This is an optimization exercise on Yosys and OpenROAD, whose aim is small area, not a production implementation.
In this exercise RTL edits were held to simulation tests only and were not proved equivalent to the original.
No activity file was given, so power comes from the tool's default toggle rates.

==> design.v <==
package synth_pkg;
	localparam int NUM_OPS = 6;
endpackage
module wave_rom
(
	input logic [6:0] addr,
	output logic [6:0] data
);
	always_comb begin
		case (addr)
			7'd0: data = 7'd0;
			7'd1: data = 7'd3;
			7'd2: data = 7'd6;
			7'd3: data = 7'd9;
			7'd4: data = 7'd12;
			7'd5: data = 7'd16;
			7'd6: data = 7'd19;
			7'd7: data = 7'd22;
			7'd8: data = 7'd25;
			7'd9: data = 7'd28;
			7'd10: data = 7'd31;
			7'd11: data = 7'd34;
			7'd12: data = 7'd37;
			7'd13: data = 7'd40;
			7'd14: data = 7'd43;
			7'd15: data = 7'd46;
			7'd16: data = 7'd49;
			7'd17: data = 7'd51;
			7'd18: data = 7'd54;
			7'd19: data = 7'd57;
			7'd20: data = 7'd60;
			7'd21: data = 7'd63;
			7'd22: data = 7'd65;
			7'd23: data = 7'd68;
			7'd24: data = 7'd71;
			7'd25: data = 7'd73;
			7'd26: data = 7'd76;
			7'd27: data = 7'd78;
			7'd28: data = 7'd81;
			7'd29: data = 7'd83;
			7'd30: data = 7'd85;
			7'd31: data = 7'd88;
			7'd32: data = 7'd90;
			7'd33: data = 7'd92;
			7'd34: data = 7'd94;
			7'd35: data = 7'd96;
			7'd36: data = 7'd98;
			7'd37: data = 7'd100;
			7'd38: data = 7'd102;
			7'd39: data = 7'd104;
			7'd40: data = 7'd106;
			7'd41: data = 7'd107;
			7'd42: data = 7'd109;
			7'd43: data = 7'd111;
			7'd44: data = 7'd112;
			7'd45: data = 7'd113;
			7'd46: data = 7'd115;
			7'd47: data = 7'd116;
			7'd48: data = 7'd117;
			7'd49: data = 7'd118;
			7'd50: data = 7'd120;
			7'd51: data = 7'd121;
			7'd52: data = 7'd122;
			7'd53: data = 7'd122;
			7'd54: data = 7'd123;
			7'd55: data = 7'd124;
			7'd56: data = 7'd125;
			7'd57: data = 7'd125;
			7'd58: data = 7'd126;
			7'd59: data = 7'd126;
			7'd60: data = 7'd126;
			7'd61: data = 7'd127;
			7'd62: data = 7'd127;
			7'd63: data = 7'd127;
			7'd64: data = 7'd127;
			7'd65: data = 7'd127;
			7'd66: data = 7'd127;
			7'd67: data = 7'd127;
			7'd68: data = 7'd126;
			7'd69: data = 7'd126;
			7'd70: data = 7'd126;
			7'd71: data = 7'd125;
			7'd72: data = 7'd125;
			7'd73: data = 7'd124;
			7'd74: data = 7'd123;
			7'd75: data = 7'd122;
			7'd76: data = 7'd122;
			7'd77: data = 7'd121;
			7'd78: data = 7'd120;
			7'd79: data = 7'd118;
			7'd80: data = 7'd117;
			7'd81: data = 7'd116;
			7'd82: data = 7'd115;
			7'd83: data = 7'd113;
			7'd84: data = 7'd112;
			7'd85: data = 7'd111;
			7'd86: data = 7'd109;
			7'd87: data = 7'd107;
			7'd88: data = 7'd106;
			7'd89: data = 7'd104;
			7'd90: data = 7'd102;
			7'd91: data = 7'd100;
			7'd92: data = 7'd98;
			7'd93: data = 7'd96;
			7'd94: data = 7'd94;
			7'd95: data = 7'd92;
			7'd96: data = 7'd90;
			7'd97: data = 7'd88;
			7'd98: data = 7'd85;
			7'd99: data = 7'd83;
			7'd100: data = 7'd81;
			7'd101: data = 7'd78;
			7'd102: data = 7'd76;
			7'd103: data = 7'd73;
			7'd104: data = 7'd71;
			7'd105: data = 7'd68;
			7'd106: data = 7'd65;
			7'd107: data = 7'd63;
			7'd108: data = 7'd60;
			7'd109: data = 7'd57;
			7'd110: data = 7'd54;
			7'd111: data = 7'd51;
			7'd112: data = 7'd49;
			7'd113: data = 7'd46;
			7'd114: data = 7'd43;
			7'd115: data = 7'd40;
			7'd116: data = 7'd37;
			7'd117: data = 7'd34;
			7'd118: data = 7'd31;
			7'd119: data = 7'd28;
			7'd120: data = 7'd25;
			7'd121: data = 7'd22;
			7'd122: data = 7'd19;
			7'd123: data = 7'd16;
			7'd124: data = 7'd12;
			7'd125: data = 7'd9;
			7'd126: data = 7'd6;
			7'd127: data = 7'd3;
			default: data = 7'd0;
		endcase
	end
endmodule
module rip_add #(
	parameter int W = 16
) (
	input logic [W-1:0] a,
	input logic [W-1:0] b,
	input logic ci,
	output logic [W-1:0] s,
	output logic co
);
	logic [W:0] c;
	assign c[0] = ci;
	for (genvar i = 0; i < W; i++) begin : g_bit
		assign s[i] = a[i] ^ b[i] ^ c[i];
		assign c[i + 1] = (a[i] & b[i]) | (c[i] & (a[i] ^ b[i]));
	end
	assign co = c[W];
endmodule
module voice_mixer
(
	input logic [6:0] mag,
	input logic sgn,
	input logic [15:0] lvl,  
	input logic [18:0] base,
	output logic [18:0] acc_new
);
	logic [26:8] sum;
	logic [15:0] lx;
	assign lx = lvl ^ {16{sgn}};
	logic p1;
	logic p2;
	logic p3;
	logic p4;
	logic p5;
	logic p6;
	logic p7;
	logic p8;
	logic p9;
	logic p10;
	logic p11;
	logic p12;
	logic p13;
	logic p14;
	logic p15;
	logic p16;
	logic p17;
	logic p18;
	logic p19;
	logic p20;
	logic p21;
	logic p22;
	logic p23;
	logic p24;
	logic p25;
	logic p26;
	logic p27;
	logic p28;
	logic p29;
	logic p30;
	logic p31;
	logic p32;
	logic p33;
	logic p34;
	logic p35;
	logic p36;
	logic p37;
	logic p38;
	logic p39;
	logic p40;
	logic p41;
	logic p42;
	logic p43;
	logic p44;
	logic p45;
	logic p46;
	logic p47;
	logic p48;
	logic p49;
	logic p50;
	logic p51;
	logic p52;
	logic p53;
	logic p54;
	logic p55;
	logic p56;
	logic p57;
	logic p58;
	logic p59;
	logic p60;
	logic p61;
	logic p62;
	logic p63;
	logic p64;
	logic p65;
	logic p66;
	logic p67;
	logic p68;
	logic p69;
	logic p70;
	logic p71;
	logic p72;
	logic p73;
	logic p74;
	logic p75;
	logic p76;
	logic p77;
	logic p78;
	logic p79;
	logic p80;
	logic p81;
	logic p82;
	logic p83;
	logic p84;
	logic p85;
	logic p86;
	logic p87;
	logic p88;
	logic p89;
	logic p90;
	logic p91;
	logic p92;
	logic p93;
	logic p94;
	logic p95;
	logic p96;
	logic p97;
	logic p98;
	logic p99;
	logic p100;
	logic p101;
	logic p102;
	logic p103;
	logic p104;
	logic p105;
	logic p106;
	logic p107;
	logic p108;
	logic p109;
	logic p110;
	logic p111;
	logic p112;
	logic p113;
	logic p114;
	logic p115;
	logic p116;
	logic p117;
	logic p118;
	logic p119;
	logic s120;
	logic c121;
	logic s122;
	logic c123;
	logic s124;
	logic c125;
	logic s126;
	logic c127;
	logic s128;
	logic c129;
	logic s130;
	logic c131;
	logic s132;
	logic c133;
	logic s134;
	logic c135;
	logic s136;
	logic c137;
	logic s138;
	logic c139;
	logic s140;
	logic c141;
	logic s142;
	logic c143;
	logic s144;
	logic c145;
	logic s146;
	logic c147;
	logic s148;
	logic c149;
	logic s150;
	logic c151;
	logic s152;
	logic c153;
	logic s154;
	logic c155;
	logic s156;
	logic c157;
	logic s158;
	logic c159;
	logic s160;
	logic c161;
	logic s162;
	logic c163;
	logic s164;
	logic c165;
	logic s166;
	logic c167;
	logic s168;
	logic c169;
	logic s170;
	logic c171;
	logic s172;
	logic c173;
	logic s174;
	logic c175;
	logic s176;
	logic c177;
	logic s178;
	logic c179;
	logic s180;
	logic c181;
	logic s182;
	logic c183;
	logic s184;
	logic c185;
	logic s186;
	logic c187;
	logic s188;
	logic c189;
	logic s190;
	logic c191;
	logic s192;
	logic c193;
	logic s194;
	logic c195;
	logic s196;
	logic c197;
	logic s198;
	logic c199;
	logic s200;
	logic c201;
	logic s202;
	logic c203;
	logic s204;
	logic c205;
	logic s206;
	logic c207;
	logic s208;
	logic c209;
	logic s210;
	logic c211;
	logic s212;
	logic c213;
	logic s214;
	logic c215;
	logic s216;
	logic c217;
	logic s218;
	logic c219;
	logic s220;
	logic c221;
	logic s222;
	logic c223;
	logic s224;
	logic c225;
	logic s226;
	logic c227;
	logic s228;
	logic c229;
	logic s230;
	logic c231;
	logic s232;
	logic c233;
	logic s234;
	logic c235;
	logic s236;
	logic c237;
	logic s238;
	logic c239;
	logic s240;
	logic c241;
	logic s242;
	logic c243;
	logic s244;
	logic c245;
	logic s246;
	logic c247;
	logic s248;
	logic c249;
	logic s250;
	logic c251;
	logic s252;
	logic c253;
	logic s254;
	logic c255;
	logic s256;
	logic c257;
	logic s258;
	logic c259;
	logic s260;
	logic c261;
	logic s262;
	logic c263;
	logic s264;
	logic c265;
	logic s266;
	logic c267;
	logic s268;
	logic c269;
	logic s270;
	logic c271;
	logic s272;
	logic c273;
	logic s274;
	logic c275;
	logic s276;
	logic c277;
	logic s278;
	logic c279;
	logic s280;
	logic c281;
	logic s282;
	logic c283;
	logic s284;
	logic c285;
	logic s286;
	logic c287;
	logic s288;
	logic c289;
	logic s290;
	logic c291;
	logic s292;
	logic c293;
	logic s294;
	logic c295;
	logic s296;
	logic c297;
	logic s298;
	logic c299;
	logic s300;
	logic c301;
	logic s302;
	logic c303;
	logic s304;
	logic c305;
	logic s306;
	logic c307;
	logic s308;
	logic c309;
	logic s310;
	logic c311;
	logic r312;
	logic r313;
	logic r314;
	logic r315;
	logic r316;
	logic r317;
	logic r318;
	logic r319;
	logic r320;
	logic r321;
	logic r322;
	logic r323;
	logic r324;
	logic r325;
	logic u326;
	logic v327;
	logic r328;
	logic r329;
	logic u330;
	logic v331;
	logic r332;
	logic r333;
	logic u334;
	logic v335;
	logic r336;
	logic r337;
	logic u338;
	logic v339;
	logic r340;
	logic r341;
	logic u342;
	logic v343;
	logic r344;
	logic r345;
	logic u346;
	logic v347;
	logic r348;
	logic r349;
	logic u350;
	logic v351;
	logic r352;
	logic r353;
	logic u354;
	logic v355;
	logic r356;
	logic r357;
	logic u358;
	logic v359;
	logic r360;
	logic r361;
	logic u362;
	logic v363;
	logic r364;
	logic r365;
	logic u366;
	logic v367;
	logic r368;
	logic r369;
	logic u370;
	logic v371;
	logic r372;
	logic r373;
	logic u374;
	logic v375;
	assign p1 = mag[0] & lx[0];
	assign p2 = mag[0] & lx[1];
	assign p3 = mag[0] & lx[2];
	assign p4 = mag[0] & lx[3];
	assign p5 = mag[0] & lx[4];
	assign p6 = mag[0] & lx[5];
	assign p7 = mag[0] & lx[6];
	assign p8 = mag[0] & lx[7];
	assign p9 = mag[0] & lx[8];
	assign p10 = mag[0] & lx[9];
	assign p11 = mag[0] & lx[10];
	assign p12 = mag[0] & lx[11];
	assign p13 = mag[0] & lx[12];
	assign p14 = mag[0] & lx[13];
	assign p15 = mag[0] & lx[14];
	assign p16 = ~(mag[0] & lx[15]);
	assign p17 = sgn & mag[0];
	assign p18 = mag[1] & lx[0];
	assign p19 = mag[1] & lx[1];
	assign p20 = mag[1] & lx[2];
	assign p21 = mag[1] & lx[3];
	assign p22 = mag[1] & lx[4];
	assign p23 = mag[1] & lx[5];
	assign p24 = mag[1] & lx[6];
	assign p25 = mag[1] & lx[7];
	assign p26 = mag[1] & lx[8];
	assign p27 = mag[1] & lx[9];
	assign p28 = mag[1] & lx[10];
	assign p29 = mag[1] & lx[11];
	assign p30 = mag[1] & lx[12];
	assign p31 = mag[1] & lx[13];
	assign p32 = mag[1] & lx[14];
	assign p33 = ~(mag[1] & lx[15]);
	assign p34 = sgn & mag[1];
	assign p35 = mag[2] & lx[0];
	assign p36 = mag[2] & lx[1];
	assign p37 = mag[2] & lx[2];
	assign p38 = mag[2] & lx[3];
	assign p39 = mag[2] & lx[4];
	assign p40 = mag[2] & lx[5];
	assign p41 = mag[2] & lx[6];
	assign p42 = mag[2] & lx[7];
	assign p43 = mag[2] & lx[8];
	assign p44 = mag[2] & lx[9];
	assign p45 = mag[2] & lx[10];
	assign p46 = mag[2] & lx[11];
	assign p47 = mag[2] & lx[12];
	assign p48 = mag[2] & lx[13];
	assign p49 = mag[2] & lx[14];
	assign p50 = ~(mag[2] & lx[15]);
	assign p51 = sgn & mag[2];
	assign p52 = mag[3] & lx[0];
	assign p53 = mag[3] & lx[1];
	assign p54 = mag[3] & lx[2];
	assign p55 = mag[3] & lx[3];
	assign p56 = mag[3] & lx[4];
	assign p57 = mag[3] & lx[5];
	assign p58 = mag[3] & lx[6];
	assign p59 = mag[3] & lx[7];
	assign p60 = mag[3] & lx[8];
	assign p61 = mag[3] & lx[9];
	assign p62 = mag[3] & lx[10];
	assign p63 = mag[3] & lx[11];
	assign p64 = mag[3] & lx[12];
	assign p65 = mag[3] & lx[13];
	assign p66 = mag[3] & lx[14];
	assign p67 = ~(mag[3] & lx[15]);
	assign p68 = sgn & mag[3];
	assign p69 = mag[4] & lx[0];
	assign p70 = mag[4] & lx[1];
	assign p71 = mag[4] & lx[2];
	assign p72 = mag[4] & lx[3];
	assign p73 = mag[4] & lx[4];
	assign p74 = mag[4] & lx[5];
	assign p75 = mag[4] & lx[6];
	assign p76 = mag[4] & lx[7];
	assign p77 = mag[4] & lx[8];
	assign p78 = mag[4] & lx[9];
	assign p79 = mag[4] & lx[10];
	assign p80 = mag[4] & lx[11];
	assign p81 = mag[4] & lx[12];
	assign p82 = mag[4] & lx[13];
	assign p83 = mag[4] & lx[14];
	assign p84 = ~(mag[4] & lx[15]);
	assign p85 = sgn & mag[4];
	assign p86 = mag[5] & lx[0];
	assign p87 = mag[5] & lx[1];
	assign p88 = mag[5] & lx[2];
	assign p89 = mag[5] & lx[3];
	assign p90 = mag[5] & lx[4];
	assign p91 = mag[5] & lx[5];
	assign p92 = mag[5] & lx[6];
	assign p93 = mag[5] & lx[7];
	assign p94 = mag[5] & lx[8];
	assign p95 = mag[5] & lx[9];
	assign p96 = mag[5] & lx[10];
	assign p97 = mag[5] & lx[11];
	assign p98 = mag[5] & lx[12];
	assign p99 = mag[5] & lx[13];
	assign p100 = mag[5] & lx[14];
	assign p101 = ~(mag[5] & lx[15]);
	assign p102 = sgn & mag[5];
	assign p103 = mag[6] & lx[0];
	assign p104 = mag[6] & lx[1];
	assign p105 = mag[6] & lx[2];
	assign p106 = mag[6] & lx[3];
	assign p107 = mag[6] & lx[4];
	assign p108 = mag[6] & lx[5];
	assign p109 = mag[6] & lx[6];
	assign p110 = mag[6] & lx[7];
	assign p111 = mag[6] & lx[8];
	assign p112 = mag[6] & lx[9];
	assign p113 = mag[6] & lx[10];
	assign p114 = mag[6] & lx[11];
	assign p115 = mag[6] & lx[12];
	assign p116 = mag[6] & lx[13];
	assign p117 = mag[6] & lx[14];
	assign p118 = ~(mag[6] & lx[15]);
	assign p119 = sgn & mag[6];
	assign s120 = p6 ^ p22;
	assign c121 = p6 & p22;
	assign s122 = p7 ^ p23 ^ p39;
	assign c123 = (p7 & p23) | (p7 & p39) | (p23 & p39);
	assign s124 = p55 ^ p71;
	assign c125 = p55 & p71;
	assign s126 = p8 ^ p24 ^ p40;
	assign c127 = (p8 & p24) | (p8 & p40) | (p24 & p40);
	assign s128 = p56 ^ p72;
	assign c129 = p56 & p72;
	assign s130 = p9 ^ p25 ^ p41;
	assign c131 = (p9 & p25) | (p9 & p41) | (p25 & p41);
	assign s132 = p57 ^ p73 ^ p89;
	assign c133 = (p57 & p73) | (p57 & p89) | (p73 & p89);
	assign s134 = p10 ^ p26 ^ p42;
	assign c135 = (p10 & p26) | (p10 & p42) | (p26 & p42);
	assign s136 = p58 ^ p74 ^ p90;
	assign c137 = (p58 & p74) | (p58 & p90) | (p74 & p90);
	assign s138 = p11 ^ p27 ^ p43;
	assign c139 = (p11 & p27) | (p11 & p43) | (p27 & p43);
	assign s140 = p59 ^ p75 ^ p91;
	assign c141 = (p59 & p75) | (p59 & p91) | (p75 & p91);
	assign s142 = p12 ^ p28 ^ p44;
	assign c143 = (p12 & p28) | (p12 & p44) | (p28 & p44);
	assign s144 = p60 ^ p76 ^ p92;
	assign c145 = (p60 & p76) | (p60 & p92) | (p76 & p92);
	assign s146 = p13 ^ p29 ^ p45;
	assign c147 = (p13 & p29) | (p13 & p45) | (p29 & p45);
	assign s148 = p61 ^ p77 ^ p93;
	assign c149 = (p61 & p77) | (p61 & p93) | (p77 & p93);
	assign s150 = p14 ^ p30 ^ p46;
	assign c151 = (p14 & p30) | (p14 & p46) | (p30 & p46);
	assign s152 = p62 ^ p78 ^ p94;
	assign c153 = (p62 & p78) | (p62 & p94) | (p78 & p94);
	assign s154 = p15 ^ p31 ^ p47;
	assign c155 = (p15 & p31) | (p15 & p47) | (p31 & p47);
	assign s156 = p63 ^ p79 ^ p95;
	assign c157 = (p63 & p79) | (p63 & p95) | (p79 & p95);
	assign s158 = p16 ^ p32 ^ p48;
	assign c159 = (p16 & p32) | (p16 & p48) | (p32 & p48);
	assign s160 = p64 ^ p80 ^ p96;
	assign c161 = (p64 & p80) | (p64 & p96) | (p80 & p96);
	assign s162 = p33 ^ p49 ^ p65;
	assign c163 = (p33 & p49) | (p33 & p65) | (p49 & p65);
	assign s164 = p81 ^ p97;
	assign c165 = p81 & p97;
	assign s166 = p50 ^ p66 ^ p82;
	assign c167 = (p50 & p66) | (p50 & p82) | (p66 & p82);
	assign s168 = p4 ^ p20;
	assign c169 = p4 & p20;
	assign s170 = p5 ^ p21 ^ p37;
	assign c171 = (p5 & p21) | (p5 & p37) | (p21 & p37);
	assign s172 = p53 ^ p69;
	assign c173 = p53 & p69;
	assign s174 = s120 ^ p38 ^ p54;
	assign c175 = (s120 & p38) | (s120 & p54) | (p38 & p54);
	assign s176 = p70 ^ p86 ^ p102;
	assign c177 = (p70 & p86) | (p70 & p102) | (p86 & p102);
	assign s178 = c121 ^ s122 ^ s124;
	assign c179 = (c121 & s122) | (c121 & s124) | (s122 & s124);
	assign s180 = p87 ^ p103 ^ p119;
	assign c181 = (p87 & p103) | (p87 & p119) | (p103 & p119);
	assign s182 = c123 ^ c125 ^ s126;
	assign c183 = (c123 & c125) | (c123 & s126) | (c125 & s126);
	assign s184 = s128 ^ p88 ^ p104;
	assign c185 = (s128 & p88) | (s128 & p104) | (p88 & p104);
	assign s186 = c127 ^ c129 ^ s130;
	assign c187 = (c127 & c129) | (c127 & s130) | (c129 & s130);
	assign s188 = s132 ^ p105 ^ base[0];
	assign c189 = (s132 & p105) | (s132 & base[0]) | (p105 & base[0]);
	assign s190 = c131 ^ c133 ^ s134;
	assign c191 = (c131 & c133) | (c131 & s134) | (c133 & s134);
	assign s192 = s136 ^ p106 ^ base[1];
	assign c193 = (s136 & p106) | (s136 & base[1]) | (p106 & base[1]);
	assign s194 = c135 ^ c137 ^ s138;
	assign c195 = (c135 & c137) | (c135 & s138) | (c137 & s138);
	assign s196 = s140 ^ p107 ^ base[2];
	assign c197 = (s140 & p107) | (s140 & base[2]) | (p107 & base[2]);
	assign s198 = c139 ^ c141 ^ s142;
	assign c199 = (c139 & c141) | (c139 & s142) | (c141 & s142);
	assign s200 = s144 ^ p108 ^ base[3];
	assign c201 = (s144 & p108) | (s144 & base[3]) | (p108 & base[3]);
	assign s202 = c143 ^ c145 ^ s146;
	assign c203 = (c143 & c145) | (c143 & s146) | (c145 & s146);
	assign s204 = s148 ^ p109 ^ base[4];
	assign c205 = (s148 & p109) | (s148 & base[4]) | (p109 & base[4]);
	assign s206 = c147 ^ c149 ^ s150;
	assign c207 = (c147 & c149) | (c147 & s150) | (c149 & s150);
	assign s208 = s152 ^ p110 ^ base[5];
	assign c209 = (s152 & p110) | (s152 & base[5]) | (p110 & base[5]);
	assign s210 = c151 ^ c153 ^ s154;
	assign c211 = (c151 & c153) | (c151 & s154) | (c153 & s154);
	assign s212 = s156 ^ p111 ^ base[6];
	assign c213 = (s156 & p111) | (s156 & base[6]) | (p111 & base[6]);
	assign s214 = c155 ^ c157 ^ s158;
	assign c215 = (c155 & c157) | (c155 & s158) | (c157 & s158);
	assign s216 = s160 ^ p112 ^ base[7];
	assign c217 = (s160 & p112) | (s160 & base[7]) | (p112 & base[7]);
	assign s218 = c159 ^ c161 ^ s162;
	assign c219 = (c159 & c161) | (c159 & s162) | (c161 & s162);
	assign s220 = s164 ^ p113 ^ base[8];
	assign c221 = (s164 & p113) | (s164 & base[8]) | (p113 & base[8]);
	assign s222 = c163 ^ c165 ^ s166;
	assign c223 = (c163 & c165) | (c163 & s166) | (c165 & s166);
	assign s224 = p98 ^ p114 ^ base[9];
	assign c225 = (p98 & p114) | (p98 & base[9]) | (p114 & base[9]);
	assign s226 = c167 ^ p67 ^ p83;
	assign c227 = (c167 & p67) | (c167 & p83) | (p67 & p83);
	assign s228 = p99 ^ p115 ^ base[10];
	assign c229 = (p99 & p115) | (p99 & base[10]) | (p115 & base[10]);
	assign s230 = p84 ^ p100 ^ p116;
	assign c231 = (p84 & p100) | (p84 & p116) | (p100 & p116);
	assign s232 = p3 ^ p19;
	assign c233 = p3 & p19;
	assign s234 = s168 ^ p36 ^ p52;
	assign c235 = (s168 & p36) | (s168 & p52) | (p36 & p52);
	assign s236 = c169 ^ s170 ^ s172;
	assign c237 = (c169 & s170) | (c169 & s172) | (s170 & s172);
	assign s238 = c171 ^ c173 ^ s174;
	assign c239 = (c171 & c173) | (c171 & s174) | (c173 & s174);
	assign s240 = c175 ^ c177 ^ s178;
	assign c241 = (c175 & c177) | (c175 & s178) | (c177 & s178);
	assign s242 = c179 ^ c181 ^ s182;
	assign c243 = (c179 & c181) | (c179 & s182) | (c181 & s182);
	assign s244 = c183 ^ c185 ^ s186;
	assign c245 = (c183 & c185) | (c183 & s186) | (c185 & s186);
	assign s246 = c187 ^ c189 ^ s190;
	assign c247 = (c187 & c189) | (c187 & s190) | (c189 & s190);
	assign s248 = c191 ^ c193 ^ s194;
	assign c249 = (c191 & c193) | (c191 & s194) | (c193 & s194);
	assign s250 = c195 ^ c197 ^ s198;
	assign c251 = (c195 & c197) | (c195 & s198) | (c197 & s198);
	assign s252 = c199 ^ c201 ^ s202;
	assign c253 = (c199 & c201) | (c199 & s202) | (c201 & s202);
	assign s254 = c203 ^ c205 ^ s206;
	assign c255 = (c203 & c205) | (c203 & s206) | (c205 & s206);
	assign s256 = c207 ^ c209 ^ s210;
	assign c257 = (c207 & c209) | (c207 & s210) | (c209 & s210);
	assign s258 = c211 ^ c213 ^ s214;
	assign c259 = (c211 & c213) | (c211 & s214) | (c213 & s214);
	assign s260 = c215 ^ c217 ^ s218;
	assign c261 = (c215 & c217) | (c215 & s218) | (c217 & s218);
	assign s262 = c219 ^ c221 ^ s222;
	assign c263 = (c219 & c221) | (c219 & s222) | (c221 & s222);
	assign s264 = c223 ^ c225 ^ s226;
	assign c265 = (c223 & c225) | (c223 & s226) | (c225 & s226);
	assign s266 = c227 ^ c229 ^ s230;
	assign c267 = (c227 & c229) | (c227 & s230) | (c229 & s230);
	assign s268 = c231 ^ p101 ^ p117;
	assign c269 = (c231 & p101) | (c231 & p117) | (p101 & p117);
	assign s270 = p2 ^ p18;
	assign c271 = p2 & p18;
	assign s272 = s232 ^ p35 ^ p51;
	assign c273 = (s232 & p35) | (s232 & p51) | (p35 & p51);
	assign s274 = c233 ^ s234 ^ p68;
	assign c275 = (c233 & s234) | (c233 & p68) | (s234 & p68);
	assign s276 = c235 ^ s236 ^ p85;
	assign c277 = (c235 & s236) | (c235 & p85) | (s236 & p85);
	assign s278 = c237 ^ s238 ^ s176;
	assign c279 = (c237 & s238) | (c237 & s176) | (s238 & s176);
	assign s280 = c239 ^ s240 ^ s180;
	assign c281 = (c239 & s240) | (c239 & s180) | (s240 & s180);
	assign s282 = c241 ^ s242 ^ s184;
	assign c283 = (c241 & s242) | (c241 & s184) | (s242 & s184);
	assign s284 = c243 ^ s244 ^ s188;
	assign c285 = (c243 & s244) | (c243 & s188) | (s244 & s188);
	assign s286 = c245 ^ s246 ^ s192;
	assign c287 = (c245 & s246) | (c245 & s192) | (s246 & s192);
	assign s288 = c247 ^ s248 ^ s196;
	assign c289 = (c247 & s248) | (c247 & s196) | (s248 & s196);
	assign s290 = c249 ^ s250 ^ s200;
	assign c291 = (c249 & s250) | (c249 & s200) | (s250 & s200);
	assign s292 = c251 ^ s252 ^ s204;
	assign c293 = (c251 & s252) | (c251 & s204) | (s252 & s204);
	assign s294 = c253 ^ s254 ^ s208;
	assign c295 = (c253 & s254) | (c253 & s208) | (s254 & s208);
	assign s296 = c255 ^ s256 ^ s212;
	assign c297 = (c255 & s256) | (c255 & s212) | (s256 & s212);
	assign s298 = c257 ^ s258 ^ s216;
	assign c299 = (c257 & s258) | (c257 & s216) | (s258 & s216);
	assign s300 = c259 ^ s260 ^ s220;
	assign c301 = (c259 & s260) | (c259 & s220) | (s260 & s220);
	assign s302 = c261 ^ s262 ^ s224;
	assign c303 = (c261 & s262) | (c261 & s224) | (s262 & s224);
	assign s304 = c263 ^ s264 ^ s228;
	assign c305 = (c263 & s264) | (c263 & s228) | (s264 & s228);
	assign s306 = c265 ^ s266 ^ base[11];
	assign c307 = (c265 & s266) | (c265 & base[11]) | (s266 & base[11]);
	assign s308 = c267 ^ s268 ^ base[12];
	assign c309 = (c267 & s268) | (c267 & base[12]) | (s268 & base[12]);
	assign s310 = c269 ^ p118 ^ base[13];
	assign c311 = (c269 & p118) | (c269 & base[13]) | (p118 & base[13]);
	assign r312 = (p1 & p17) | (1'b0 & (p1 ^ p17));
	assign r313 = (s270 & p34) | (r312 & (s270 ^ p34));
	assign r314 = (c271 & s272) | (r313 & (c271 ^ s272));
	assign r315 = (c273 & s274) | (r314 & (c273 ^ s274));
	assign r316 = (c275 & s276) | (r315 & (c275 ^ s276));
	assign r317 = (c277 & s278) | (r316 & (c277 ^ s278));
	assign r318 = (c279 & s280) | (r317 & (c279 ^ s280));
	assign r319 = (c281 & s282) | (r318 & (c281 ^ s282));
	assign sum[8] = c283 ^ s284 ^ r319;
	assign r320 = (c283 & s284) | (r319 & (c283 ^ s284));
	assign sum[9] = c285 ^ s286 ^ r320;
	assign r321 = (c285 & s286) | (r320 & (c285 ^ s286));
	assign sum[10] = c287 ^ s288 ^ r321;
	assign r322 = (c287 & s288) | (r321 & (c287 ^ s288));
	assign sum[11] = c289 ^ s290 ^ r322;
	assign r323 = (c289 & s290) | (r322 & (c289 ^ s290));
	assign sum[12] = c291 ^ s292 ^ r323;
	assign r324 = (c291 & s292) | (r323 & (c291 ^ s292));
	assign sum[13] = c293 ^ s294 ^ r324;
	assign r325 = (c293 & s294) | (r324 & (c293 ^ s294));
	assign u326 = c295 ^ s296 ^ 1'b0;
	assign v327 = c295 ^ s296 ^ 1'b1;
	assign sum[14] = r325 ? v327 : u326;
	assign r328 = (c295 & s296) | (1'b0 & (c295 ^ s296));
	assign r329 = (c295 & s296) | (1'b1 & (c295 ^ s296));
	assign u330 = c297 ^ s298 ^ r328;
	assign v331 = c297 ^ s298 ^ r329;
	assign sum[15] = r325 ? v331 : u330;
	assign r332 = (c297 & s298) | (r328 & (c297 ^ s298));
	assign r333 = (c297 & s298) | (r329 & (c297 ^ s298));
	assign u334 = c299 ^ s300 ^ r332;
	assign v335 = c299 ^ s300 ^ r333;
	assign sum[16] = r325 ? v335 : u334;
	assign r336 = (c299 & s300) | (r332 & (c299 ^ s300));
	assign r337 = (c299 & s300) | (r333 & (c299 ^ s300));
	assign u338 = c301 ^ s302 ^ r336;
	assign v339 = c301 ^ s302 ^ r337;
	assign sum[17] = r325 ? v339 : u338;
	assign r340 = (c301 & s302) | (r336 & (c301 ^ s302));
	assign r341 = (c301 & s302) | (r337 & (c301 ^ s302));
	assign u342 = c303 ^ s304 ^ r340;
	assign v343 = c303 ^ s304 ^ r341;
	assign sum[18] = r325 ? v343 : u342;
	assign r344 = (c303 & s304) | (r340 & (c303 ^ s304));
	assign r345 = (c303 & s304) | (r341 & (c303 ^ s304));
	assign u346 = c305 ^ s306 ^ r344;
	assign v347 = c305 ^ s306 ^ r345;
	assign sum[19] = r325 ? v347 : u346;
	assign r348 = (c305 & s306) | (r344 & (c305 ^ s306));
	assign r349 = (c305 & s306) | (r345 & (c305 ^ s306));
	assign u350 = c307 ^ s308 ^ r348;
	assign v351 = c307 ^ s308 ^ r349;
	assign sum[20] = r325 ? v351 : u350;
	assign r352 = (c307 & s308) | (r348 & (c307 ^ s308));
	assign r353 = (c307 & s308) | (r349 & (c307 ^ s308));
	assign u354 = c309 ^ s310 ^ r352;
	assign v355 = c309 ^ s310 ^ r353;
	assign sum[21] = r325 ? v355 : u354;
	assign r356 = (c309 & s310) | (r352 & (c309 ^ s310));
	assign r357 = (c309 & s310) | (r353 & (c309 ^ s310));
	assign u358 = c311 ^ base[14] ^ r356;
	assign v359 = c311 ^ base[14] ^ r357;
	assign sum[22] = r325 ? v359 : u358;
	assign r360 = (c311 & base[14]) | (r356 & (c311 ^ base[14]));
	assign r361 = (c311 & base[14]) | (r357 & (c311 ^ base[14]));
	assign u362 = base[15] ^ 1'b0 ^ r360;
	assign v363 = base[15] ^ 1'b0 ^ r361;
	assign sum[23] = r325 ? v363 : u362;
	assign r364 = (base[15] & 1'b0) | (r360 & (base[15] ^ 1'b0));
	assign r365 = (base[15] & 1'b0) | (r361 & (base[15] ^ 1'b0));
	assign u366 = base[16] ^ 1'b0 ^ r364;
	assign v367 = base[16] ^ 1'b0 ^ r365;
	assign sum[24] = r325 ? v367 : u366;
	assign r368 = (base[16] & 1'b0) | (r364 & (base[16] ^ 1'b0));
	assign r369 = (base[16] & 1'b0) | (r365 & (base[16] ^ 1'b0));
	assign u370 = base[17] ^ 1'b0 ^ r368;
	assign v371 = base[17] ^ 1'b0 ^ r369;
	assign sum[25] = r325 ? v371 : u370;
	assign r372 = (base[17] & 1'b0) | (r368 & (base[17] ^ 1'b0));
	assign r373 = (base[17] & 1'b0) | (r369 & (base[17] ^ 1'b0));
	assign u374 = base[18] ^ 1'b0 ^ r372;
	assign v375 = base[18] ^ 1'b0 ^ r373;
	assign sum[26] = r325 ? v375 : u374;
	assign acc_new = sum[26:8];
endmodule
module fm_voice (
	input logic clk37,
	input logic rst,
	input logic cmd_valid,
	input logic [31:0] cmd_data,
	output logic signed [15:0] sample,
	output logic sample_valid,
	output logic cmd_busy
);
	localparam int NOPS = synth_pkg::NUM_OPS;
	logic [2:0] s;
	logic [2:0] s3;  
	logic started;  
	logic z2, z1, z0;  
	logic clr_f;  
	logic clr_e;
	assign s3 = (s >= 3'd3) ? s - 3'd3 : s + 3'd3;
	always_ff @(posedge clk37) begin
		if (rst) begin
			s <= 3'd3;
			started <= 1'b0;
			z2 <= 1'b1;
			z1 <= 1'b1;
			z0 <= 1'b1;
		end else begin
			s <= (s == 3'd5) ? 3'd0 : s + 3'd1;
			if (s == 3'd1) started <= 1'b1;
			if (started && s == 3'd3) z2 <= 1'b0;
			z1 <= z2;
			z0 <= z1;
		end
	end
	assign clr_f = z0 && !started && (s[2] | (s[1] & s[0]));  
	assign clr_e = z2;
	logic [3:0] words_left;
	logic cur_env;  
	logic [2:0] cur_idx;
	logic gate;
	logic [5:0] mix_mask;
	logic [31:0] fld [1:7];  
	logic [31:0] last_q;  
	logic [2:0] eidx;  
	logic [2:0] fidx;  
	logic last_word;
	logic idx_ok;
	logic wr_env;
	logic wr_freq;
	assign cmd_busy = |words_left;
	assign last_word = cmd_valid && (words_left == 4'd1) && !rst;
	assign idx_ok = !(cur_idx[2] && cur_idx[1]);
	assign wr_env = last_word && idx_ok && cur_env;
	assign wr_freq = last_word && idx_ok && !cur_env;
	always_ff @(posedge clk37) begin
		if (rst) begin
			words_left <= '0;
			gate <= 1'b0;
			mix_mask <= '0;
		end else if (cmd_valid) begin
			if (cmd_busy) begin
				words_left <= words_left - 4'd1;
			end else begin
				cur_env <= cmd_data[31:24] == 8'd1;
				cur_idx <= cmd_data[18:16];
				if (cmd_data[31:24] == 8'd1) words_left <= 4'd8;
				if (cmd_data[31:24] == 8'd3) words_left <= 4'd1;
				if (cmd_data[31:24] == 8'd2) begin
					gate <= cmd_data[0];
					mix_mask <= cmd_data[13:8];
				end
			end
		end
	end
	always_ff @(posedge clk37) begin
		if ((cmd_valid && words_left == 4'd8) || wr_freq) fld[1] <= cmd_data;
		for (int m = 2; m < 8; m++) begin
			if (cmd_valid && words_left == 4'(9 - m)) fld[m] <= cmd_data;
		end
		if (wr_env) last_q <= cmd_data;
		if (wr_env) eidx <= cur_idx;
		if (wr_freq) fidx <= cur_idx;
	end
	logic pend_a, pend_b, pend_f;
	logic live0, live3, pa0, pa3, pb3;
	logic flive0, flive3, pf0, pf3;
	logic ins_a0, ins_a3, ins_b3, ins_f0, ins_f3;
	logic [31:0] re_inc_w;
	logic [31:0] freq_w0, freq_w3;
	assign live0 = wr_env && cur_idx == s;
	assign live3 = wr_env && cur_idx == s3;
	assign pa0 = pend_a && eidx == s;
	assign pa3 = pend_a && eidx == s3;
	assign pb3 = pend_b && eidx == s3;
	assign flive0 = wr_freq && cur_idx == s;
	assign flive3 = wr_freq && cur_idx == s3;
	assign pf0 = pend_f && fidx == s;
	assign pf3 = pend_f && fidx == s3;
	assign ins_a0 = live0 || pa0;
	assign ins_a3 = live3 || pa3;
	assign ins_b3 = live3 || pb3;
	assign ins_f0 = flive0 || pf0;
	assign ins_f3 = flive3 || pf3;
	assign re_inc_w = wr_env ? cmd_data : last_q;
	assign freq_w0 = flive0 ? cmd_data : fld[1];
	assign freq_w3 = flive3 ? cmd_data : fld[1];
	always_ff @(posedge clk37) begin
		if (rst) begin
			pend_a <= 1'b0;
			pend_b <= 1'b0;
			pend_f <= 1'b0;
		end else begin
			pend_a <= (wr_env && !live0 && !live3) || (pend_a && !pa0 && !pa3);
			pend_b <= (wr_env && !live3) || (pend_b && !pb3);
			pend_f <= (wr_freq && !flive0 && !flive3) || (pend_f && !pf0 && !pf3);
		end
	end
	logic [95:0] pa [NOPS];  
	logic [127:0] pb [NOPS];  
	logic [31:0] pr [NOPS];  
	logic [31:0] pf [NOPS];  
	logic [95:0] a_w;
	logic [127:0] b_w;
	assign a_w = {fld[1], fld[2], fld[3]};
	assign b_w = {fld[4], fld[5], fld[6], fld[7]};
	logic keep_a0, keep_a3, keep_b3, keep_f0, keep_f3;
	assign keep_a0 = !ins_a0 && !clr_e;
	assign keep_a3 = !ins_a3 && !clr_e;
	assign keep_b3 = !ins_b3 && !clr_e;
	assign keep_f0 = !ins_f0 && !clr_f;
	assign keep_f3 = !ins_f3 && !clr_f;
	always_ff @(posedge clk37) begin
		pa[0] <= pa[1];
		pa[1] <= pa[2];
		pa[2] <= ({96{ins_a3}} & a_w) | ({96{keep_a3}} & pa[3]);
		pa[3] <= pa[4];
		pa[4] <= pa[5];
		pa[5] <= ({96{ins_a0}} & a_w) | ({96{keep_a0}} & pa[0]);
		pr[0] <= pr[1];
		pr[1] <= pr[2];
		pr[2] <= ({32{ins_b3}} & re_inc_w) | ({32{keep_b3}} & pr[3]);
		pr[3] <= pr[4];
		pr[4] <= pr[5];
		pr[5] <= pr[0];
		pb[0] <= pb[1];
		pb[1] <= pb[2];
		pb[2] <= ({128{ins_b3}} & b_w) | ({128{keep_b3}} & pb[3]);
		pb[3] <= pb[4];
		pb[4] <= pb[5];
		pb[5] <= pb[0];
		pf[0] <= pf[1];
		pf[1] <= pf[2];
		pf[2] <= ({32{ins_f3}} & freq_w3) | ({32{keep_f3}} & pf[3]);
		pf[3] <= pf[4];
		pf[4] <= pf[5];
		pf[5] <= ({32{ins_f0}} & freq_w0) | ({32{keep_f0}} & pf[0]);
	end
	logic [2:0] st_r [NOPS];
	logic [31:0] cnt_r [NOPS];
	logic [31:0] amp_r [NOPS];
	logic [31:0] ph_r [NOPS];
	logic gate_d1, gate_d2;
	always_ff @(posedge clk37) begin
		gate_d1 <= gate;
		gate_d2 <= gate_d1;
	end
	logic [15:0] ph_lo;
	logic ph_c;
	rip_add #(16) ph_lo_add (
		.a(z2 ? 16'd0 : ph_r[2][15:0]),
		.b(pf[2][15:0]),
		.ci(1'b0),
		.s(ph_lo),
		.co(ph_c)
	);
	logic [15:0] ph_hi;
	logic ph_cq;
	logic [2:0] st1;
	logic [15:0] isel1;
	logic [15:0] amp_lo;
	logic amp_c, amp_cq;
	rip_add #(16) ph_hi_add (
		.a(z1 ? 16'd0 : ph_r[1][31:16]),
		.b(pf[1][31:16]),
		.ci(ph_cq),
		.s(ph_hi),
		.co()
	);
	assign st1 = z1 ? 3'd0 : st_r[1];
	always_comb begin
		case (st1)
			3'd1: isel1 = pa[1][47:32];  
			3'd2: isel1 = pb[1][111:96];  
			default: isel1 = pr[1][15:0];  
		endcase
	end
	rip_add #(16) amp_lo_add (
		.a(amp_r[1][15:0]),
		.b(isel1),
		.ci(1'b0),
		.s(amp_lo),
		.co(amp_c)
	);
	always_ff @(posedge clk37) begin
		ph_cq <= ph_c;
		amp_cq <= amp_c;
	end
	logic [31:0] at_time, at_inc, de_time, de_inc, su_time, su_lvl, re_time, re_inc;
	assign {at_time, at_inc, de_time} = pa[0];
	assign {de_inc, su_time, su_lvl, re_time} = pb[0];
	assign re_inc = pr[0];
	logic [2:0] st;
	logic is_i, is_s, is_r;
	logic [31:0] tsel, amp_sum, cnt_inc;
	logic [15:0] isel0;
	logic eq, tr;
	logic [2:0] nst;
	logic [31:0] ncnt, namp;
	assign st = z0 ? 3'd0 : st_r[0];
	assign is_i = st == 3'd0;
	assign is_s = st == 3'd3;
	assign is_r = !(is_i || st == 3'd1 || st == 3'd2 || is_s);
	always_comb begin
		case (st)
			3'd1: tsel = at_time;
			3'd2: tsel = de_time;
			3'd3: tsel = su_time;
			default: tsel = re_time;
		endcase
		case (st)
			3'd1: isel0 = at_inc[31:16];
			3'd2: isel0 = de_inc[31:16];
			default: isel0 = re_inc[31:16];
		endcase
	end
	assign eq = cnt_r[0] == tsel;
	rip_add #(16) amp_hi_add (
		.a(amp_r[0][31:16]),
		.b(isel0),
		.ci(amp_cq),
		.s(amp_sum[31:16]),
		.co()
	);
	assign amp_sum[15:0] = amp_r[0][15:0];
	assign cnt_inc = cnt_r[0] + 32'd1;
	assign tr = is_r ? (eq || amp_sum[31]) : (eq || !gate_d2);
	always_comb begin
		if (is_i) nst = {2'b00, gate_d2};
		else if (!tr) nst = st;
		else if (is_r) nst = 3'd0;
		else if (gate_d2) nst = st + 3'd1;
		else nst = 3'd4;
	end
	assign ncnt = (is_i || tr) ? 32'd0 : cnt_inc;
	assign namp = is_s ? su_lvl : ((is_i || (is_r && tr)) ? 32'd0 : amp_sum);
	always_ff @(posedge clk37) begin
		for (int k = 0; k < NOPS - 1; k++) begin
			st_r[k] <= st_r[k + 1];
			cnt_r[k] <= cnt_r[k + 1];
			amp_r[k] <= amp_r[k + 1];
			ph_r[k] <= ph_r[k + 1];
		end
		ph_r[1][15:0] <= ph_lo;
		ph_r[0][31:16] <= ph_hi;
		amp_r[0][15:0] <= amp_lo;
		st_r[NOPS - 1] <= nst;
		cnt_r[NOPS - 1] <= ncnt;
		amp_r[NOPS - 1] <= namp;
		ph_r[NOPS - 1] <= ph_r[0];
	end
	logic [6:0] rom_data;
	logic [6:0] mag;
	logic sgn;
	logic [18:0] acc;
	logic [18:0] acc_new;
	wave_rom wave_rom_inst (
		.addr(ph_r[0][30:24]),
		.data(rom_data)
	);
	always_ff @(posedge clk37) begin
		mag <= mix_mask[s] ? rom_data : 7'd0;
		sgn <= mix_mask[s] && ph_r[0][31];
	end
	voice_mixer voice_mixer_inst (
		.mag(mag),
		.sgn(sgn),
		.lvl(amp_r[NOPS - 1][31:16]),
		.base((s == 3'd1) ? 19'd426752 : acc),
		.acc_new(acc_new)
	);
	always_ff @(posedge clk37) begin
		acc <= acc_new;
	end
	assign sample = acc[18:3];
	assign sample_valid = started && s == 3'd1;
endmodule
==> run.sh <==
#!/bin/bash
# synth_recipe.tcl (not shown) runs the flow's synth.tcl, then flattens the netlist and writes it again
# the make line also repeats each setting of config.mk as NAME=value (left out here)
make -C /OpenROAD-flow-scripts/flow DESIGN_CONFIG=/design/flow/config.mk WORK_HOME=/design/flow/orfs CLKGATE_MAP_FILE= SYNTH_SCRIPT=/design/flow/synth_recipe.tcl finish
==> config.mk <==
export PLATFORM = sky130hd
export DESIGN_NAME = fm_voice
export DESIGN_NICKNAME = fm_voice
export VERILOG_FILES = /design/flow/design.v
export SDC_FILE = /design/flow/constraint.sdc
export NUM_CORES = 4
export LEC_CHECK = 0
export CAP_MARGIN = 20
export CORE_MARGIN = 2
export CORE_UTILIZATION = 80
export CTS_BUF_LIST = sky130_fd_sc_hd__clkbuf_16
export CTS_CLUSTER_DIAMETER = 60
export CTS_CLUSTER_SIZE = 30
export PLACE_DENSITY = 0.88
export SLEW_MARGIN = 20
==> constraint.sdc <==
create_clock -name core_clock -period 10.0 [get_ports {clk37}]
set_input_delay 2.0000 -clock core_clock [delete_from_list [all_inputs] [get_ports {clk37}]]
set_output_delay 2.0000 -clock core_clock [all_outputs]
set_load 0.01 [all_outputs]
==> results.yml, run 1 <==
layout:
  drive_above_1_share: 0.0572
  finish.utilization: 0.866
  final_cells: 6834
  fin_nets: 5785
  synthToLayoutAreaGrowth_pct: 7.73
  fill_cells: 3747
power:
  ir_drop_mv: 0.195
  p_sw_mw: 3.70
  pwr-share-clk: 0.343
  leakagePower_nw: 31.0
  power.share.combinational: 0.024
  p_sw_frac: 0.218
  intPower_mw: 13.2
  powerDensity_nw_per_um2: 214
  p_seq_frac: 0.633
yosys:
  yosysWarnings: 20
  synth.most_common_cell: "dfxtp_1"
  synth.distinct_cells: 61
  ys_seq_area_frac: 0.753
  syn-mean-instance-area_um2: 13.2
  synth_cells: 5567
  synth-seq-cells: 2640
  synth_edf_count: 234
  synth_area_leaders: "dfxtp_1, edfxtp_1, fa_1, nand2_1, nand2b_1"
  ys_top_cells_by_count: "dfxtp_1, nand2_1, nand2b_1"
  netlist_area_um2: 73300
  yosysTopAreaCellShare: 0.657
  async_flop_share: 0
  yosysTopAreaCell: "dfxtp_1"
  synth_top_flop_cell: "dfxtp_1"
  postSynthNetCount: 5806
floorplanning:
  die_w_um: 307
  die_area_um2: 94100
  die_y_um: 307
  rows: 111
  pin_count: 53
  initial_core_util: 0.804
  core_area_um2: 91200
timing:
  min_period_ns: 9.57
  skew_ns: 0.0429
  setup_viol: 0
  fin_hold_ws_ns: 0.304
  finalCritPeriodShare: 0.957
  rsz0062_at_grt: "false"
  fmax_mhz: 105
  relSlewSlack: -0.0813
  worst_slew_pin_slew_ns: 1.62
  final-max-slew-violation-count: 121
  hold_viol: 0
worst_hold_path:
  min_to: "amp_r[2][29]$_DFF_P_"
  worstHoldStart: "amp_r[3][29]$_DFF_P_"
  hold_class: "reg2reg"
  worst_hold_path.num_cells: 0
global_route:
  antenna_found_initial: 4
  grt_pass1_wl_um: 250000
  grt_max_degree: 273
  grt_pass1_vias: 42248
  grt-ovfl-total: 0
  grt_use_total: 0.352
clocking:
  worst_skew_pair.late_latency_ns: 0.75
  cts_made_buffers: 115
  ctsHtreeMaxLevel: 3
  path_clk_slew_ns: 0.11
  ctsLongestPathBuffers: 3
  cts_tree: "built"
  cts_sinks: 2640
  post_cts_buffers: 0
  cts_root_buf: "clkbuf_16"
run:
  cap_violations: 0
drt:
  vias: 40555
  wl_per_cell_um: 24.2
  ant_nets: 0
  dr.pass1.iters: 7
  routed_wl_um: 165000
  drc_errors: 0
  vias_per_cell: 5.93
  drt-initial-drc-count: 4353
place:
  place.gp.congestion: 0.835
  port_buffers: 52
  placed_cells: 6613
  dpl.hpwl_um: 90700
worst_setup_path:
  critPathTopFamily: "adder cells"
  worst_path_largest_cell_delay_ns: 0.56
  cp-start-kind: "flip-flop"
  worstPathArrival_ns: 10.17
  rr_worst_depth: 34
  worstSetupStartpoint: "sgn$_DFF_P_"
  cp_max_fo: 7
  cp_slowest_cell: "fa_1"
  cpMostUsedCell: "fa_2"
  path_class: "reg2reg"
  cp-end-kind: "flip-flop"
  r2r_end: "acc[18]$_DFF_P_"
  regToRegSetupSlack_ns: 0.43
  r2r_start: "sgn$_DFF_P_"
  crit_required_ns: 10.61
  cp.buffers_inverters: 4
run_status:
  check.faults: "slew limit"
  status: "complete, but fails checks"
## cells by family (layout without fill, tap and decap cells)
kind of cell / Yosys count / count (layout) / share of synthesized area
flip-flops: 2640 / 2640 / 0.753
AND/OR/NAND/NOR: 1505 / 1505 / 0.0999
AO/OA/AOI/OAI: 621 / 621 / 0.0499
buffers and inverters: 423 / 503 / 0.0236
adder cells (fa/ha/maj): 204 / 204 / 0.0514
XOR/XNOR: 100 / 100 / 0.0119
multiplexers: 74 / 74 / 0.0106
other: 0 / 1 / 0
## worst max-delay path by stage
stage | to | depth (start not counted)
6_report | acc[18]$_DFF_P_ | 34
5_1_grt | acc[18]$_DFF_P_ | 34
4_1_cts | acc[18]$_DFF_P_ | 36
3_5_place_dp | acc[18]$_DFF_P_ | 34
3_3_place_gp | acc[18]$_DFF_P_ | 34
2_1_floorplan | acc[18]$_DFF_P_ | 34
## cell type report
| cell class | instances | area (um^2) | area share |
|---|---|---|---|
| antenna | 1 | 2.50 | 0.0000317 |
| tap | 1186 | 1480 | 0.0188 |
| clock inverter | 96 | 847 | 0.0107 |
| multi-input combinational | 2504 | 16600 | 0.210 |
| inverter | 155 | 582 | 0.00736 |
| clock buffer | 122 | 3050 | 0.0386 |
| timing repair buffer | 130 | 1210 | 0.0153 |
| sequential | 2640 | 55200 | 0.699 |
## flip-flops by register name (all words and copies together), names as in the netlist, 32 cells and up
name    flops
pa        576
ph_r      192
last_q     32
cnt_r     192
fld       224
pb        768
amp_r     192
pr        192
pf        192
## through the flow
step	setup WS [ns]	cell area (um^2)	power [mW]	TNS (ns)
floorplan	0.00740	73400	11.2	0
global placement	-0.222	75000	11.4	-0.407
detailed placement	-0.299	75000	11.4	-0.619
CTS	0.000743	78900	16.9	0
global route	0.0119	79000	17.3	0
finish	0.434	79000	16.9	0
## routing by layer
layer / global-route usage / share of wire
met1: 0.468 / 0.39
met2: 0.577 / 0.48
met3: 0.0668 / 0.082
met4: 0.145 / 0.044
met5: 0 / 0.000097
## repair_timing
| action | 4_1_cts | 5_1_grt |
|---|---|---|
| resized for setup | 3 | 2 |
| cloned | 0 | 0 |
| hold buffers | 0 | 0 |
| setup endpoints to repair | 3 | 3 |
| pin swaps | 6 | 13 |
## cell usage in the layout (no fill, tap or decap), drive strengths merged, types with 52 or more instances in the layout
master / n
dfxtp: 2406
nand2: 718
nand2b: 242
edfxtp: 234
o21ai: 223
inv: 221
a21oi: 184
fa: 162
nor2: 152
nand3b: 130
clkbuf: 122
and2: 87
buf: 78
nand3: 75
mux2i: 71
a31oi: 68
xnor2: 54
clkdlybuf4s50: 52
## power groups by stage
stage / logic, mW / clock network (mW) / registers, mW
6_report: 0.409 / 5.81 / 10.7
3_3_place_gp: 0.389 / 0 / 11.0
4_1_cts: 0.411 / 5.80 / 10.7
3_5_place_dp: 0.404 / 0 / 11.0
5_1_grt: 0.448 / 6.16 / 10.7
2_1_floorplan: 0.269 / 0 / 10.9
==> inputs of run 2 (changes only) <==
==> flow/run.sh (new file) <==
#!/bin/bash
# Standard layout, with clock tree synthesis told not to add dummy loads
set -e
cd "$(dirname "$0")/.."
export CTS_ARGS="-sink_clustering_enable -repair_clock_nets -dont_use_dummy_load -sink_clustering_size 30 -sink_clustering_max_diameter 60 -buf_list sky130_fd_sc_hd__clkbuf_16"
mkdir -p benchfiles
cp standard.sh synth_recipe.tcl config.mk constraint.sdc benchfiles/
bash standard.sh > standard.log 2>&1
==> standard.sh (new file) <==
#!/bin/bash
# synth_recipe.tcl (not shown) runs the flow's synth.tcl, then flattens the netlist and writes it again
# the make line also repeats each setting of config.mk as NAME=value (left out here)
make -C /OpenROAD-flow-scripts/flow DESIGN_CONFIG=/design/flow/config.mk WORK_HOME=/design/flow/orfs CLKGATE_MAP_FILE= SYNTH_SCRIPT=/design/flow/synth_recipe.tcl "${@:-finish}"
--- a/config.mk
+++ b/config.mk
@@ -7,9 +7,9 @@
 export LEC_CHECK = 0
 export CAP_MARGIN = 20
 export CORE_MARGIN = 2
-export CORE_UTILIZATION = 80
+export CORE_UTILIZATION = 70
 export CTS_BUF_LIST = sky130_fd_sc_hd__clkbuf_16
 export CTS_CLUSTER_DIAMETER = 60
 export CTS_CLUSTER_SIZE = 30
-export PLACE_DENSITY = 0.88
+export PLACE_DENSITY = 0.8
 export SLEW_MARGIN = 20
removed: run.sh
==> results.yml, run 2 <==
timing:
  fin_hold_ws_ns: 0.256
  setup_slack_ns: 0.395
  fmax_mhz: 104
  min_period_ns: 9.61
  final-max-slew-violation-count: 0
  rsz0062_at_grt: "false"
  relSlewSlack: 0.269
  setup_viol: 0
  hold_viol: 0
  finalCritPeriodShare: 0.961
  worst_slew_pin_slew_ns: 1.10
  skew_ns: 0.105
global_route:
  grt-ovfl-total: 0
  antenna_found_initial: 8
  grt_use_total: 0.269
  grt_max_degree: 93
  grt_pass1_wl_um: 220000
  grt_pass1_vias: 37873
floorplanning:
  initial_core_util: 0.708
  die_y_um: 328
  rows: 118
  die_area_um2: 107000
  core_area_um2: 104000
  die_w_um: 328
  pin_count: 53
worst_hold_path:
  worstHoldStart: "pr[4][12]$_DFF_P_"
  hold_class: "reg2reg"
clocking:
  ctsLongestPathBuffers: 3
  cts_made_buffers: 120
  cts_root_buf: "clkbuf_16"
  ctsHtreeMaxLevel: 3
  worst_skew_pair.late_latency_ns: 0.74
  holdBufCountCts: 0
  cts_sinks: 2640
  cts_tree: "built"
  path_clk_slew_ns: 0.10
power:
  ir_drop_mv: 0.166
  leakagePower_nw: 30.4
  power.total_mw: 16.2
  powerDensity_nw_per_um2: 207
layout:
  largest-register: "pb"
  most-common-layout-cells: "dfxtp_1, nand2_1, nand2b_1"
  synthToLayoutAreaGrowth_pct: 6.83
  layout_commonest_cell: "dfxtp_1"
  fill_cells: 6305
  largest_reg_flops: 768
  finish.utilization: 0.756
  drive_above_1_share: 0.0481
  stdcell_area_um2: 78300
  reg_top3: "pb: 768 flops, pa: 576 flops, fld: 224 flops"
  fin_nets: 5796
drt:
  wl_met3_um: 8860
  ant_nets: 0
  wl_met2_um: 66400
  dr.pass1.iters: 5
  vias: 37843
  drc_errors: 0
  vias_per_cell: 5.46
  m1WireLength_um: 65400
  drt-initial-drc-count: 3134
  top_layer_used: "met5"
  routed_wl_um: 144000
  wl_per_cell_um: 20.7
yosys:
  netlist_area_um2: 73300
  yosysTopAreaCell: "dfxtp_1"
  ys_seq_area_frac: 0.753
  async_flop_share: 0
  yosysWarnings: 20
  synth.most_common_cell: "dfxtp_1"
  synth_top_flop_cell: "dfxtp_1"
  synth_xor_area_frac: 0.0119
  synth_edf_count: 234
  synth_cells: 5567
  synth_top_family_by_area: "simple AND/OR/NAND/NOR gates"
  syn-mean-instance-area_um2: 13.2
  synth_compound_area_frac: 0.0499
  synth_area_leaders: "dfxtp_1, edfxtp_1, fa_1, nand2_1, nand2b_1"
  muxShareOfSynthArea: 0.0106
  synthSimpleGateAreaFrac: 0.0999
  synth-seq-cells: 2640
  yosysTopAreaCellShare: 0.657
  postSynthNetCount: 5806
  synth.distinct_cells: 61
  synth_fa_ha_area_frac: 0.0514
  ys_top_cells_by_count: "dfxtp_1, nand2_1, nand2b_1"
worst_setup_path:
  worstPathArrival_ns: 10.18
  cp_max_fo: 8
  r2r_start: "sgn$_DFF_P_"
  path_class: "reg2reg"
  cpMostUsedCell: "fa_2"
  cp-start-kind: "flip-flop"
  worst_path_largest_cell_delay_ns: 0.54
  cp_slowest_cell: "fa_1"
  crit_required_ns: 10.58
  cp-end-kind: "flip-flop"
  worstSetupStartpoint: "sgn$_DFF_P_"
run:
  cap_violations: 0
place:
  pre_cts_slack_ns: -0.351
  place.gp.congestion: 0.835
  dpl.hpwl_um: 86800
  port_buffers: 52
  dpl_cell_area_um2: 75300
run_status:
  status: "timing/DRC/antenna clean"
[run 2: worst max-delay path: cells and delay by family (launching register included)]
kind	cells	cell delay [ns]
adder cells (fa/ha/maj)	22	8.06
XOR/XNOR	2	0.31
buffers and inverters	5	0.34
AND/OR/NAND/NOR	2	0.27
AO/OA/AOI/OAI	2	0.16
flip-flops	1	0.34
[run 2: worst paths after layout]
check                      end  slack (ns)  cells past startpoint
min reg2reg  pr[3][12]$_DFF_P_        0.26                      0
min          pr[3][12]$_DFF_P_        0.26                      0
max reg2reg    acc[18]$_DFF_P_        0.39                     33
max            acc[18]$_DFF_P_        0.39                     33
[run 2: stage by stage]
stage                     instances  TNS, ns
final                          6937        0
after global routing           6937        0
after CTS                      6935        0
after detailed placement       6814   -0.787
after global placement         6813   -0.639
after floorplan                5567        0
[run 2: timing repair]
item / 4_1_cts / 5_1_grt
endpoints found under the setup margin: 3 / 3
setup buffers: 1 / 0
pin swaps: 5 / 8
gates resized for setup: 4 / 5
endpoints found under the hold margin: 0 / 0
[run 2: kinds of logic (layout without fill, tap and decap cells)]
logic type               Yosys count  after routing
adder cells (fa/ha/maj)          204            204
other                              0              2
multiplexers                      74             74
AND/OR/NAND/NOR                 1505           1505
XOR/XNOR                         100            100
AO/OA/AOI/OAI                    621            621
buffers and inverters            423            411
flip-flops                      2640           2640
[run 2: final cells by class]
cell class	count	area [um^2]	share of cell area
multi-input cells	2504	16600	0.212
flip-flops and latches	2640	55200	0.705
inverters	155	582	0.00743
well taps	1380	1730	0.0220
repair buffers	136	1180	0.0151
clock buffers	120	3000	0.0383
diodes	2	5.00	0.0000639
[run 2: report_power, final]
part / switching (mW) / internal [mW]
registers: 0.0308 / 10.7
clock network: 2.93 / 2.13
logic: 0.236 / 0.171
[run 2: routing by layer]
metal,up-vias,GRT usage
met4,2,0.0679
met3,170,0.0383
met5,-,0
li1,17882,-
met1,18764,0.395
met2,1025,0.428
==> inputs of run 3 (changes only) <==
==> flow/run.sh (replaced) <==
#!/bin/bash
# The standard layout (standard.sh), except that clock tree synthesis adds
# no dummy loads to balance the tree. The full tool output goes to standard.log
# here and to the ORFS logs under orfs/logs.
set -e
cd "$(dirname "$0")/.."
export CTS_ARGS="-sink_clustering_enable -repair_clock_nets -dont_use_dummy_load -sink_clustering_size 30 -sink_clustering_max_diameter 60 -buf_list sky130_fd_sc_hd__clkbuf_16"
bash standard.sh > standard.log 2>&1
--- a/config.mk
+++ b/config.mk
@@ -5,6 +5,7 @@
 export SDC_FILE = /design/flow/constraint.sdc
 export NUM_CORES = 4
 export LEC_CHECK = 0
+export ABC_AREA = 1
 export CAP_MARGIN = 20
 export CORE_MARGIN = 2
 export CORE_UTILIZATION = 70
==> results.yml, run 3 <==
timing:
  rsz0062_at_grt: "false"
  finalSetupTns_ns: 0
  setup_viol: 0
  fin_hold_ws_ns: 0.234
  setup_slack_ns: 0.346
  skew_ns: 0.0870
  min_period_ns: 9.65
  relSlewSlack: 0.280
  worst_slew_pin_slew_ns: 1.08
  hold_viol: 0
  finalCritPeriodShare: 0.965
  fmax_mhz: 104
  final-max-slew-violation-count: 0
layout:
  fin_nets: 6278
  most-common-layout-cells: "dfxtp_1, nand2_1, inv_1"
  finish.utilization: 0.757
  largest-register: "pb"
  multiInputGateArea_um2: 14900
  final_cells: 7419
  regArea_um2: 55200
  drive_above_1_share: 0.0515
  reg_top3: "pb: 768 flops, pa: 576 flops, fld: 224 flops"
  layout_commonest_cell: "dfxtp_1"
  fill_cells: 6279
  largest_reg_flops: 768
  stdcell_area_um2: 78300
  synthToLayoutAreaGrowth_pct: 7.17
worst_setup_path:
  cp-end-kind: "flip-flop"
  crit_required_ns: 10.58
  cp_slowest_cell: "fa_1"
  cpMostUsedCell: "fa_2"
  path_class: "reg2reg"
  worst_path_largest_cell_delay_ns: 0.54
  cp_max_fo: 8
  worstPathArrival_ns: 10.24
  cp-start-kind: "flip-flop"
yosys:
  syn-mean-instance-area_um2: 12.2
  synth-seq-cells: 2640
  netlist_area_um2: 73100
  synth_area_leaders: "dfxtp_1, edfxtp_1, nand2_1, fa_1, nand3_1"
  ys_seq_area_frac: 0.755
  async_flop_share: 0
  synth_top_flop_cell: "dfxtp_1"
  synth_cells: 5996
  yosysWarnings: 20
  yosysTopAreaCell: "dfxtp_1"
  synth.most_common_cell: "dfxtp_1"
  yosysTopAreaCellShare: 0.659
  synth.distinct_cells: 53
  ys_top_cells_by_count: "dfxtp_1, nand2_1, inv_1"
  postSynthNetCount: 6235
  synth_edf_count: 234
place:
  placed_cells: 7283
  dpl_cell_area_um2: 75000
  pre_cts_slack_ns: -0.332
  place.gp.congestion: 0.887
  port_buffers: 52
  dpl.hpwl_um: 93500
global_route:
  grt_max_degree: 140
  antenna_found_initial: 8
  grt_pass1_vias: 39772
  grt-ovfl-total: 0
  grt_pass1_wl_um: 231000
  grt_use_total: 0.285
drt:
  vias: 40127
  routed_wl_um: 152000
  drt-initial-drc-count: 3868
  wl_per_cell_um: 20.5
  ant_nets: 0
  vias_per_cell: 5.41
  dr.pass1.iters: 5
  drc_errors: 0
clocking:
  holdBufCountCts: 0
  ctsLongestPathBuffers: 3
  worst_skew_pair.late_latency_ns: 0.76
  ctsHtreeMaxLevel: 4
  cts_sinks: 2640
  path_clk_slew_ns: 0.10
  cts_root_buf: "clkbuf_16"
  cts_tree: "built"
  cts_made_buffers: 132
run:
  cap_violations: 0
floorplanning:
  initial_core_util: 0.706
  die_w_um: 327
  die_y_um: 327
  core_area_um2: 103000
  pin_count: 53
  die_area_um2: 107000
  rows: 118
power:
  leakagePower_nw: 31.7
  power.total_mw: 16.5
  powerDensity_nw_per_um2: 211
  ir_drop_mv: 0.183
worst_hold_path:
  hold_class: "reg2reg"
run_status:
  status: "timing/DRC/antenna clean"
-- run 3: cell count changes in the layout (fill, tap and decap cells not counted), sizes merged, moves of 85 or more --
cell / change
inv: +361
nand2b: -242
a21oi: -137
o21ai: +108
nand2: +239
nor2: +206
nand3: +366
and2: -85
nand3b: -118
-- run 3: final cells by class --
type                            count  area share
Clock buffer                      132      0.0422
Timing Repair Buffer              140      0.0155
Antenna cell                        2   0.0000639
Inverter                          520      0.0251
Tap cell                         1380      0.0220
Sequential cell                  2640       0.705
Multi-Input combinational cell   2605       0.191
-- run 3: final timing paths --
kind,startpoint,endpoint,slack [ns],cells after the start
worst max-delay path,sgn$_DFF_P_,acc[18]$_DFF_P_,0.35,35
worst min-delay path,ph_r[5][27]$_DFF_P_,ph_r[4][27]$_DFF_P_,0.23,0
worst max register to register,sgn$_DFF_P_,acc[18]$_DFF_P_,0.35,35
worst min register to register,ph_r[5][27]$_DFF_P_,ph_r[4][27]$_DFF_P_,0.23,0
-- run 3: cells by family (layout without fill, tap and decap cells) --
family,Yosys count,after routing,synth area share
flops,2640,2640,0.755
fa+ha+maj,204,204,0.0516
compound gates,526,526,0.0405
xor+xnor,34,34,0.00418
simple gates,1841,1841,0.106
buf+inv,751,792,0.0430
other cells,0,2,0
-- run 3: critical path: cells and delay by family, from the launching register on --
family | cells | cell delay [ns]
fa+ha+maj | 22 | 7.92
simple gates | 6 | 0.70
flops | 1 | 0.37
buf+inv | 4 | 0.21
compound gates | 2 | 0.17
xor+xnor | 1 | 0.12
-- run 3: timing repair --
item	CTS	global route
cloned	0	0
buffers inserted	0	1
gates resized for setup	4	6
pin swaps	6	15
endpoints found under the setup margin	3	3
-- run 3: metal layers --
layer,wire (um),up-vias,track usage,part of all wire
li1,-,18911,-,-
met3,11900,261,0.0477,0.078
met1,68600,19372,0.425,0.45
met4,4160,4,0.0931,0.027
met2,67700,1579,0.431,0.44
met5,30,-,0,0.00020
-- run 3: power breakdown --
part	internal (mW)	total, mW	switching, mW
Sequential	10.7	10.7	0.0241
Combinational	0.152	0.434	0.282
Clock	2.36	5.37	3.01
Total	13.2	16.5	3.31

[what the ideal ports hide]
The flow's constraints put no driver on any port. The routed layouts listed below were extracted and timed again, unchanged, in two steps.
Step 1 assumes that a clkbuf_16 drives the clock port and a buf_2 every other input.
Step 2 moves the port delays by t, midway between the first and last clock arrival at a register: inputs arrive t later, outputs are due t later. That takes back most of the time a late clock gives input paths.
a / b / c = no drivers / after step 1 / after step 2; a / b = the first two.
run	t, ns	setup WS [ns]	hold WS [ns]	worst data-port slew with drivers (ns)
run 1	0.808	0.434 / 0.434 / 0.434	0.304 / 0.304 / 0.304	0.12
run 2	0.766	0.395 / 0.395 / 0.395	0.256 / 0.256 / 0.256	0.13
run 3	0.789	0.346 / 0.346 / 0.346	0.234 / 0.234 / 0.234	0.11
